From an optimization exercise on the open Yosys and OpenROAD flow, aimed at small area, a short achievable clock period and few clock cycles per item; shortcuts taken in it are not production practice. Where RTL was checked, it was by simulation tests only, not by an equivalence proof against the original. Power is estimated from default activity; no workload was simulated.

Setup of run A:
==> module bf_tape, before the edit <==
module bf_tape #(
  parameter int DATA_W = 8,
  parameter int ADDR_W = 8,
  parameter int DEPTH  = 2**ADDR_W
) (
  input  logic              clk,
  input  logic              rst_n,
  input  logic              cmd_valid,
  output logic              cmd_ready,
  input  logic [2:0]        cmd_op,
  input  logic [DATA_W-1:0] cmd_data,
  output logic [DATA_W-1:0] cell_out,
  output logic              cell_zero,
  output logic [ADDR_W-1:0] ptr_out,
  output logic              err
);
  localparam logic [2:0] OP_NOP = 3'd0, OP_INC = 3'd1, OP_DEC = 3'd2, OP_RIGHT = 3'd3,
                         OP_LEFT = 3'd4, OP_WRITE = 3'd5, OP_ADD = 3'd6, OP_CLEAR_ALL = 3'd7;
  localparam int NH = 16;    
  localparam int NL = 16;    
  logic [ADDR_W-1:0] ptr;
  logic [NH-1:0]     ph;     
  logic [NL-1:0]     pl;     
  logic [DATA_W-1:0] cur, nb_r, nb_l;
  logic              zero_q;
  logic              err_q;
  logic              clr_pend;
  logic              ready_q;
  logic [NH-1:0] wh;
  logic [NL-1:0] wl;
  assign wh = ph | {NH{clr_pend}};
  assign wl = pl | {NL{clr_pend}};
  logic [DATA_W-1:0] wdata;
  assign wdata = clr_pend ? '0 : cur;
  logic [DEPTH-1:0][DATA_W-1:0] cells;
  logic [DEPTH-1:0]             rsel;    
  for (genvar i = 0; i < DEPTH; i++) begin : g_cell
    localparam int IM = (i + DEPTH - 2) % DEPTH;
    localparam int IP = (i + 2) % DEPTH;
    always_ff @(posedge clk)
      if (wh[i / NL] && wl[i % NL]) cells[i] <= wdata;
    assign rsel[i] = (ph[IM / NL] && pl[IM % NL]) || (ph[IP / NL] && pl[IP % NL]);
  end
  logic [DATA_W-1:0] rd_b0, rd_b1;
  always_comb begin
    rd_b0 = '0;
    rd_b1 = '0;
    for (int i = 0; i < DEPTH; i++) begin
      if ((i >> 2) & 1) rd_b1 = rd_b1 | (cells[i] & {DATA_W{rsel[i]}});
      else              rd_b0 = rd_b0 | (cells[i] & {DATA_W{rsel[i]}});
    end
  end
  logic              p2_hi;
  logic [DATA_W-1:0] rd_p2, rd_m2;
  assign p2_hi = ptr[2] ^ ptr[1];
  assign rd_p2 = clr_pend ? '0 : (p2_hi ? rd_b1 : rd_b0);
  assign rd_m2 = clr_pend ? '0 : (p2_hi ? rd_b0 : rd_b1);
  logic accept, at_last, at_first;
  assign accept   = cmd_valid && ready_q;
  assign at_last  = ph[NH-1] && pl[NL-1];
  assign at_first = ph[0] && pl[0];
  logic mv_r, mv_l, clr, oob;
  assign mv_r = accept && cmd_op == OP_RIGHT && !at_last;
  assign mv_l = accept && cmd_op == OP_LEFT  && !at_first;
  assign clr  = accept && cmd_op == OP_CLEAR_ALL;
  assign oob  = accept && ((cmd_op == OP_RIGHT && at_last) || (cmd_op == OP_LEFT && at_first));
  logic [DATA_W-1:0] cur_nx;
  logic              zero_nx;
  logic [DATA_W-1:0] cur_inc, cur_dec, neg_cur;
  logic [ADDR_W-1:0] ptr_inc, ptr_dec, ptr_neg;
  bf_tape_step #(.W(DATA_W)) u_cur_step (.a(cur), .inc(cur_inc), .dec(cur_dec), .neg(neg_cur));
  logic [DATA_W-1:0] cur_add;
  bf_tape_add #(.W(DATA_W)) u_add (.a(cur), .b(cmd_data), .y(cur_add));
  bf_tape_step #(.W(ADDR_W)) u_ptr_step (.a(ptr), .inc(ptr_inc), .dec(ptr_dec), .neg(ptr_neg));
  always_comb begin
    cur_nx  = cur;
    zero_nx = zero_q;
    if (accept) begin
      case (cmd_op)
        OP_INC:       begin cur_nx = cur_inc;          zero_nx = (cur == '1); end
        OP_DEC:       begin cur_nx = cur_dec;          zero_nx = (cur == DATA_W'(1)); end
        OP_WRITE:     begin cur_nx = cmd_data;         zero_nx = (cmd_data == '0); end
        OP_ADD:       begin cur_nx = cur_add;            zero_nx = (cmd_data == neg_cur); end
        OP_RIGHT:     if (!at_last)  begin cur_nx = nb_r; zero_nx = (nb_r == '0); end
        OP_LEFT:      if (!at_first) begin cur_nx = nb_l; zero_nx = (nb_l == '0); end
        OP_CLEAR_ALL: begin cur_nx = '0; zero_nx = 1'b1; end
        default: ;
      endcase
    end
  end
  always_ff @(posedge clk or negedge rst_n) begin
    if (!rst_n) begin
      ph       <= NH'(1);
      pl       <= NL'(1);
      clr_pend <= 1'b1;
      ready_q  <= 1'b0;
    end else begin
      ready_q  <= 1'b1;
      clr_pend <= clr;
      if (clr) begin
        ph <= NH'(1);
        pl <= NL'(1);
      end else if (mv_r) begin
        pl <= {pl[NL-2:0], pl[NL-1]};
        if (pl[NL-1]) ph <= {ph[NH-2:0], ph[NH-1]};
      end else if (mv_l) begin
        pl <= {pl[0], pl[NL-1:1]};
        if (pl[0]) ph <= {ph[0], ph[NH-1:1]};
      end
    end
  end
  always_ff @(posedge clk) begin
    if (!ready_q) begin
      ptr    <= '0;
      cur    <= '0;
      nb_r   <= '0;
      nb_l   <= '0;
      zero_q <= 1'b1;
      err_q  <= 1'b0;
    end else begin
      cur    <= cur_nx;
      zero_q <= zero_nx;
      if (oob) err_q <= 1'b1;
      if (clr) begin
        ptr  <= '0;
        nb_r <= '0;
        nb_l <= '0;
      end else if (mv_r) begin
        ptr  <= ptr_inc;
        nb_l <= cur;
        nb_r <= rd_p2;
      end else if (mv_l) begin
        ptr  <= ptr_dec;
        nb_r <= cur;
        nb_l <= rd_m2;
      end
    end
  end
  assign cmd_ready = ready_q;
  assign cell_out  = cur;
  assign cell_zero = zero_q;
  assign ptr_out   = ptr;
  assign err       = err_q;
endmodule
Settings: LEC_CHECK=0, ABC_AREA=1, CAP_MARGIN=20, CORE_MARGIN=2, CORE_UTILIZATION=60, CTS_CLUSTER_DIAMETER=100, CTS_CLUSTER_SIZE=25, SETUP_SLACK_MARGIN=3.5, SLEW_MARGIN=40, SYNTH_HIERARCHICAL=1, SYNTH_MINIMUM_KEEP_SIZE=0; clock period 6.0 ns.
run.sh (not shown) runs the stock make flow with config.mk's settings and CLKGATE_MAP_FILE= SYNTH_SCRIPT=/design/flow/synth_recipe.tcl, a recipe that flattens the netlist after the stock synthesis.
In summary, run A completed successfully, with a layout that passed the timing, DRC and antenna checks.
Testbench counts of run A, summed over its fixed seeds: cycles 48,048, items 48,032.
Input-level comparison between run B and run A:
-- flow/design.v --
<<< run A, line 51
    end
  end
  logic              p2_hi;
  logic [DATA_W-1:0] rd_p2, rd_m2;
  assign p2_hi = ptr[2] ^ ptr[1];
  assign rd_p2 = clr_pend ? '0 : (p2_hi ? rd_b1 : rd_b0);
  assign rd_m2 = clr_pend ? '0 : (p2_hi ? rd_b0 : rd_b1);
  logic accept, at_last, at_first;
  assign accept   = cmd_valid && ready_q;
>>> run B, line 51
    end
  end
  logic p2_hi;
  assign p2_hi = ptr[2] ^ ptr[1];
  logic accept, at_last, at_first;
  assign accept   = cmd_valid && ready_q;
<<< run A, line 89
    end
  end
  always_ff @(posedge clk or negedge rst_n) begin
    if (!rst_n) begin
>>> run B, line 86
    end
  end
  logic              hold_nb;
  logic [DATA_W-1:0] nb_r_nx, nb_l_nx;
  assign hold_nb = ready_q && !(clr || mv_r || mv_l);
  assign nb_r_nx = (rd_b1 & {DATA_W{mv_r && !clr_pend && p2_hi}})
                 | (rd_b0 & {DATA_W{mv_r && !clr_pend && !p2_hi}})
                 | (cur   & {DATA_W{mv_l}})
                 | (nb_r  & {DATA_W{hold_nb}});
  assign nb_l_nx = (rd_b0 & {DATA_W{mv_l && !clr_pend && p2_hi}})
                 | (rd_b1 & {DATA_W{mv_l && !clr_pend && !p2_hi}})
                 | (cur   & {DATA_W{mv_r}})
                 | (nb_l  & {DATA_W{hold_nb}});
  always_ff @(posedge clk) begin
    nb_r <= nb_r_nx;
    nb_l <= nb_l_nx;
  end
  always_ff @(posedge clk or negedge rst_n) begin
    if (!rst_n) begin
<<< run A, line 114
      ptr    <= '0;
      cur    <= '0;
      nb_r   <= '0;
      nb_l   <= '0;
      zero_q <= 1'b1;
      err_q  <= 1'b0;
>>> run B, line 126
      ptr    <= '0;
      cur    <= '0;
      zero_q <= 1'b1;
      err_q  <= 1'b0;
<<< run A, line 122
      zero_q <= zero_nx;
      if (oob) err_q <= 1'b1;
      if (clr) begin
        ptr  <= '0;
        nb_r <= '0;
        nb_l <= '0;
      end else if (mv_r) begin
        ptr  <= ptr_inc;
        nb_l <= cur;
        nb_r <= rd_p2;
      end else if (mv_l) begin
        ptr  <= ptr_dec;
        nb_r <= cur;
        nb_l <= rd_m2;
      end
    end
  end
>>> run B, line 132
      zero_q <= zero_nx;
      if (oob) err_q <= 1'b1;
      if (clr)       ptr <= '0;
      else if (mv_r) ptr <= ptr_inc;
      else if (mv_l) ptr <= ptr_dec;
    end
  end
Diff run A -> run B: area occupied by multi-input gates now larger; logic depth of the worst setup path including buffers now smaller; part of the power in combinational logic now larger; highest attainable clock frequency now smaller; cell count now larger. Run B against run A: routing usage on met3 increased by 1.3 points relative to the old numbers, via count went up 2038. Sort run A and run B by routed wire length, descending, and run B comes first.
Function not checked in run B: the RTL went through the layout flow alone.

---

== P ==
The RTL this note starts from:
==> flow/design.v <==
module bf_tape #(
  parameter int DATA_W = 8,
  parameter int ADDR_W = 8,
  parameter int DEPTH  = 2**ADDR_W
) (
  input  logic              clk,
  input  logic              rst_n,
  input  logic              cmd_valid,
  output logic              cmd_ready,
  input  logic [2:0]        cmd_op,
  input  logic [DATA_W-1:0] cmd_data,
  output logic [DATA_W-1:0] cell_out,
  output logic              cell_zero,
  output logic [ADDR_W-1:0] ptr_out,
  output logic              err
);
  localparam logic [2:0] OP_NOP = 3'd0, OP_INC = 3'd1, OP_DEC = 3'd2, OP_RIGHT = 3'd3,
                         OP_LEFT = 3'd4, OP_WRITE = 3'd5, OP_ADD = 3'd6, OP_CLEAR_ALL = 3'd7;
  localparam int NH = 16;    
  localparam int NL = 16;    
  logic [ADDR_W-1:0] ptr;
  logic [NH-1:0]     ph;     
  logic [NL-1:0]     pl;     
  logic [DATA_W-1:0] cur, nb_r, nb_l;
  logic              zero_q;
  logic              err_q;
  logic              clr_pend;
  logic              ready_q;
  logic [NH-1:0] wh;
  logic [NL-1:0] wl;
  assign wh = ph | {NH{clr_pend}};
  assign wl = pl | {NL{clr_pend}};
  logic [DATA_W-1:0] wdata;
  assign wdata = clr_pend ? '0 : cur;
  logic [DEPTH-1:0][DATA_W-1:0] cells;
  logic [DEPTH-1:0]             rsel;    
  for (genvar i = 0; i < DEPTH; i++) begin : g_cell
    localparam int IM = (i + DEPTH - 2) % DEPTH;
    localparam int IP = (i + 2) % DEPTH;
    always_ff @(posedge clk)
      if (wh[i / NL] && wl[i % NL]) cells[i] <= wdata;
    assign rsel[i] = (ph[IM / NL] && pl[IM % NL]) || (ph[IP / NL] && pl[IP % NL]);
  end
  localparam int NBK = 4;
  logic [DATA_W-1:0] rd_b [NBK];
  always_comb begin
    for (int k = 0; k < NBK; k++) rd_b[k] = '0;
    for (int i = 0; i < DEPTH; i++)
      rd_b[(i >> 2) % NBK] = rd_b[(i >> 2) % NBK] | (cells[i] & {DATA_W{rsel[i]}});
  end
  logic [NBK-1:0] in_p2, in_m2;
  always_comb begin
    in_p2 = '0;
    in_m2 = '0;
    for (int n = 0; n < NL; n++) begin
      in_p2[((n + 2) % NL) >> 2]      = in_p2[((n + 2) % NL) >> 2]      | pl[n];
      in_m2[((n + NL - 2) % NL) >> 2] = in_m2[((n + NL - 2) % NL) >> 2] | pl[n];
    end
  end
  logic accept, at_last, at_first;
  assign accept   = cmd_valid && ready_q;
  assign at_last  = ph[NH-1] && pl[NL-1];
  assign at_first = ph[0] && pl[0];
  logic mv_r, mv_l, clr, oob;
  assign mv_r = accept && cmd_op == OP_RIGHT && !at_last;
  assign mv_l = accept && cmd_op == OP_LEFT  && !at_first;
  assign clr  = accept && cmd_op == OP_CLEAR_ALL;
  assign oob  = accept && ((cmd_op == OP_RIGHT && at_last) || (cmd_op == OP_LEFT && at_first));
  logic [DATA_W-1:0] cur_nx;
  logic              zero_nx;
  logic [DATA_W-1:0] cur_inc, cur_dec, neg_cur;
  logic [ADDR_W-1:0] ptr_inc, ptr_dec, ptr_neg;
  bf_tape_step #(.W(DATA_W)) u_cur_step (.a(cur), .inc(cur_inc), .dec(cur_dec), .neg(neg_cur));
  logic [DATA_W-1:0] cur_add;
  bf_tape_add #(.W(DATA_W)) u_add (.a(cur), .b(cmd_data), .y(cur_add));
  bf_tape_step #(.W(ADDR_W)) u_ptr_step (.a(ptr), .inc(ptr_inc), .dec(ptr_dec), .neg(ptr_neg));
  always_comb begin
    cur_nx  = cur;
    zero_nx = zero_q;
    if (accept) begin
      case (cmd_op)
        OP_INC:       begin cur_nx = cur_inc;          zero_nx = (cur == '1); end
        OP_DEC:       begin cur_nx = cur_dec;          zero_nx = (cur == DATA_W'(1)); end
        OP_WRITE:     begin cur_nx = cmd_data;         zero_nx = (cmd_data == '0); end
        OP_ADD:       begin cur_nx = cur_add;            zero_nx = (cmd_data == neg_cur); end
        OP_RIGHT:     if (!at_last)  begin cur_nx = nb_r; zero_nx = (nb_r == '0); end
        OP_LEFT:      if (!at_first) begin cur_nx = nb_l; zero_nx = (nb_l == '0); end
        OP_CLEAR_ALL: begin cur_nx = '0; zero_nx = 1'b1; end
        default: ;
      endcase
    end
  end
  logic              hold_nb;
  logic [DATA_W-1:0] nb_r_nx, nb_l_nx;
  assign hold_nb = ready_q && !(clr || mv_r || mv_l);
  always_comb begin
    nb_r_nx = (cur & {DATA_W{mv_l}}) | (nb_r & {DATA_W{hold_nb}});
    nb_l_nx = (cur & {DATA_W{mv_r}}) | (nb_l & {DATA_W{hold_nb}});
    for (int k = 0; k < NBK; k++) begin
      nb_r_nx = nb_r_nx | (rd_b[k] & {DATA_W{mv_r && !clr_pend && in_p2[k]}});
      nb_l_nx = nb_l_nx | (rd_b[k] & {DATA_W{mv_l && !clr_pend && in_m2[k]}});
    end
  end
  always_ff @(posedge clk) begin
    nb_r <= nb_r_nx;
    nb_l <= nb_l_nx;
  end
  always_ff @(posedge clk or negedge rst_n) begin
    if (!rst_n) begin
      ph       <= NH'(1);
      pl       <= NL'(1);
      clr_pend <= 1'b1;
      ready_q  <= 1'b0;
    end else begin
      ready_q  <= 1'b1;
      clr_pend <= clr;
      if (clr) begin
        ph <= NH'(1);
        pl <= NL'(1);
      end else if (mv_r) begin
        pl <= {pl[NL-2:0], pl[NL-1]};
        if (pl[NL-1]) ph <= {ph[NH-2:0], ph[NH-1]};
      end else if (mv_l) begin
        pl <= {pl[0], pl[NL-1:1]};
        if (pl[0]) ph <= {ph[0], ph[NH-1:1]};
      end
    end
  end
  always_ff @(posedge clk) begin
    if (!ready_q) begin
      ptr    <= '0;
      cur    <= '0;
      zero_q <= 1'b1;
      err_q  <= 1'b0;
    end else begin
      cur    <= cur_nx;
      zero_q <= zero_nx;
      if (oob) err_q <= 1'b1;
      if (clr)       ptr <= '0;
      else if (mv_r) ptr <= ptr_inc;
      else if (mv_l) ptr <= ptr_dec;
    end
  end
  assign cmd_ready = ready_q;
  assign cell_out  = cur;
  assign cell_zero = zero_q;
  assign ptr_out   = ptr;
  assign err       = err_q;
endmodule
module bf_tape_step #(parameter int W = 8) (
  input  logic [W-1:0] a,
  output logic [W-1:0] inc,
  output logic [W-1:0] dec,
  output logic [W-1:0] neg
);
  assign inc = a + W'(1);
  assign dec = a - W'(1);
  assign neg = -a;
endmodule
module bf_tape_add #(parameter int W = 8) (
  input  logic [W-1:0] a,
  input  logic [W-1:0] b,
  output logic [W-1:0] y
);
  localparam int L = (W <= 2) ? 1 : (W <= 4) ? 2 : (W <= 8) ? 3 : (W <= 16) ? 4 : 5;
  logic [W-1:0] g [L+1];
  logic [W-1:0] p [L+1];
  assign g[0] = a & b;
  assign p[0] = a ^ b;
  for (genvar l = 0; l < L; l++) begin : g_lvl
    for (genvar i = 0; i < W; i++) begin : g_bit
      if (i >= (1 << l)) begin : g_comb
        assign g[l+1][i] = g[l][i] | (p[l][i] & g[l][i - (1 << l)]);
        assign p[l+1][i] = p[l][i] & p[l][i - (1 << l)];
      end else begin : g_pass
        assign g[l+1][i] = g[l][i];
        assign p[l+1][i] = p[l][i];
      end
    end
  end
  assign y = p[0] ^ {g[L][W-2:0], 1'b0};
endmodule
clock: 6.0 ns
lec_check: 0
abc_area: 1
cap_margin: 20
core_margin: 2
core_utilization: 60
cts_cluster_diameter: 100
cts_cluster_size: 25
setup_slack_margin: 3.5
slew_margin: 40
synth_hierarchical: 1
synth_minimum_keep_size: 0
P has completed all stages; timing, DRC and antenna checks passed.
diff inputs: P => Q
-- flow/design.v --
<<< P, line 42
    assign rsel[i] = (ph[IM / NL] && pl[IM % NL]) || (ph[IP / NL] && pl[IP % NL]);
  end
  localparam int NBK = 4;
  logic [DATA_W-1:0] rd_b [NBK];
  always_comb begin
    for (int k = 0; k < NBK; k++) rd_b[k] = '0;
    for (int i = 0; i < DEPTH; i++)
      rd_b[(i >> 2) % NBK] = rd_b[(i >> 2) % NBK] | (cells[i] & {DATA_W{rsel[i]}});
  end
  logic [NBK-1:0] in_p2, in_m2;
  always_comb begin
    in_p2 = '0;
    in_m2 = '0;
    for (int n = 0; n < NL; n++) begin
      in_p2[((n + 2) % NL) >> 2]      = in_p2[((n + 2) % NL) >> 2]      | pl[n];
      in_m2[((n + NL - 2) % NL) >> 2] = in_m2[((n + NL - 2) % NL) >> 2] | pl[n];
    end
  end
  logic accept, at_last, at_first;
  assign accept   = cmd_valid && ready_q;
>>> Q, line 42
    assign rsel[i] = (ph[IM / NL] && pl[IM % NL]) || (ph[IP / NL] && pl[IP % NL]);
  end
  logic [DATA_W-1:0] rd_b0, rd_b1;
  always_comb begin
    rd_b0 = '0;
    rd_b1 = '0;
    for (int i = 0; i < DEPTH; i++) begin
      if ((i >> 2) & 1) rd_b1 = rd_b1 | (cells[i] & {DATA_W{rsel[i]}});
      else              rd_b0 = rd_b0 | (cells[i] & {DATA_W{rsel[i]}});
    end
  end
  logic              p2_hi;
  logic [DATA_W-1:0] rd_p2, rd_m2;
  assign p2_hi = ptr[2] ^ ptr[1];
  assign rd_p2 = clr_pend ? '0 : (p2_hi ? rd_b1 : rd_b0);
  assign rd_m2 = clr_pend ? '0 : (p2_hi ? rd_b0 : rd_b1);
  logic accept, at_last, at_first;
  assign accept   = cmd_valid && ready_q;
<<< P, line 91
    end
  end
  logic              hold_nb;
  logic [DATA_W-1:0] nb_r_nx, nb_l_nx;
  assign hold_nb = ready_q && !(clr || mv_r || mv_l);
  always_comb begin
    nb_r_nx = (cur & {DATA_W{mv_l}}) | (nb_r & {DATA_W{hold_nb}});
    nb_l_nx = (cur & {DATA_W{mv_r}}) | (nb_l & {DATA_W{hold_nb}});
    for (int k = 0; k < NBK; k++) begin
      nb_r_nx = nb_r_nx | (rd_b[k] & {DATA_W{mv_r && !clr_pend && in_p2[k]}});
      nb_l_nx = nb_l_nx | (rd_b[k] & {DATA_W{mv_l && !clr_pend && in_m2[k]}});
    end
  end
  always_ff @(posedge clk) begin
    nb_r <= nb_r_nx;
    nb_l <= nb_l_nx;
  end
  always_ff @(posedge clk or negedge rst_n) begin
    if (!rst_n) begin
>>> Q, line 89
    end
  end
  always_ff @(posedge clk or negedge rst_n) begin
    if (!rst_n) begin
<<< P, line 131
      ptr    <= '0;
      cur    <= '0;
      zero_q <= 1'b1;
      err_q  <= 1'b0;
>>> Q, line 114
      ptr    <= '0;
      cur    <= '0;
      nb_r   <= '0;
      nb_l   <= '0;
      zero_q <= 1'b1;
      err_q  <= 1'b0;
<<< P, line 137
      zero_q <= zero_nx;
      if (oob) err_q <= 1'b1;
      if (clr)       ptr <= '0;
      else if (mv_r) ptr <= ptr_inc;
      else if (mv_l) ptr <= ptr_dec;
    end
  end
>>> Q, line 122
      zero_q <= zero_nx;
      if (oob) err_q <= 1'b1;
      if (clr) begin
        ptr  <= '0;
        nb_r <= '0;
        nb_l <= '0;
      end else if (mv_r) begin
        ptr  <= ptr_inc;
        nb_l <= cur;
        nb_r <= rd_p2;
      end else if (mv_l) begin
        ptr  <= ptr_dec;
        nb_r <= cur;
        nb_l <= rd_m2;
      end
    end
  end
<<< P, line 163
  output logic [W-1:0] y
);
  localparam int L = (W <= 2) ? 1 : (W <= 4) ? 2 : (W <= 8) ? 3 : (W <= 16) ? 4 : 5;
  logic [W-1:0] g [L+1];
  logic [W-1:0] p [L+1];
>>> Q, line 158
  output logic [W-1:0] y
);
  localparam int L = $clog2(W);
  logic [W-1:0] g [L+1];
  logic [W-1:0] p [L+1];
| fraction of area in clock buffers and inverters | P vs Q | ≈ equal |
Going from P to Q, maximum vdd ir drop went down, total number of multi-input combinational cells +93, full die area flat, power consumption saw a decrease.
Q: instance count of the mapped netlist is 0.55% higher than what P reported.
Sequential share of layout area: higher on Q
Summary: post-layout worst setup margin, Q better than P
No run of this note included a check of the RTL's function; only the layout flow was run.

## static timing again, ports no longer ideal
The results above use ideal ports. As a check the final layouts listed here were re-extracted and re-timed, cells and wires unchanged.
Step 1 sets driving cells, clkbuf_16 on the clock port and buf_2 on the other inputs (assumed; they add their load-dependent delay and slew).
Step 2 adds t to the input delays and takes it off the output delays; t is the mean of the earliest and latest rising clock arrival at the registers after step 1. Input paths then give back, and output paths get back, about the clock's delay inside the block.
a / b / c = ideal ports / drivers / drivers and shift; a / b = the first two.
run	t (ns)	setup slack, ns	pins driven straight from the clock port
run A	0.818	3.489 / 3.446 / 2.820	1
run B	0.835	3.381 / 3.300 / 2.783	1
P	0.833	3.242 / 3.242 / 2.789	1
Q	0.818	3.489 / 3.446 / 2.820	1
After both steps setup and hold are still met in every run listed.
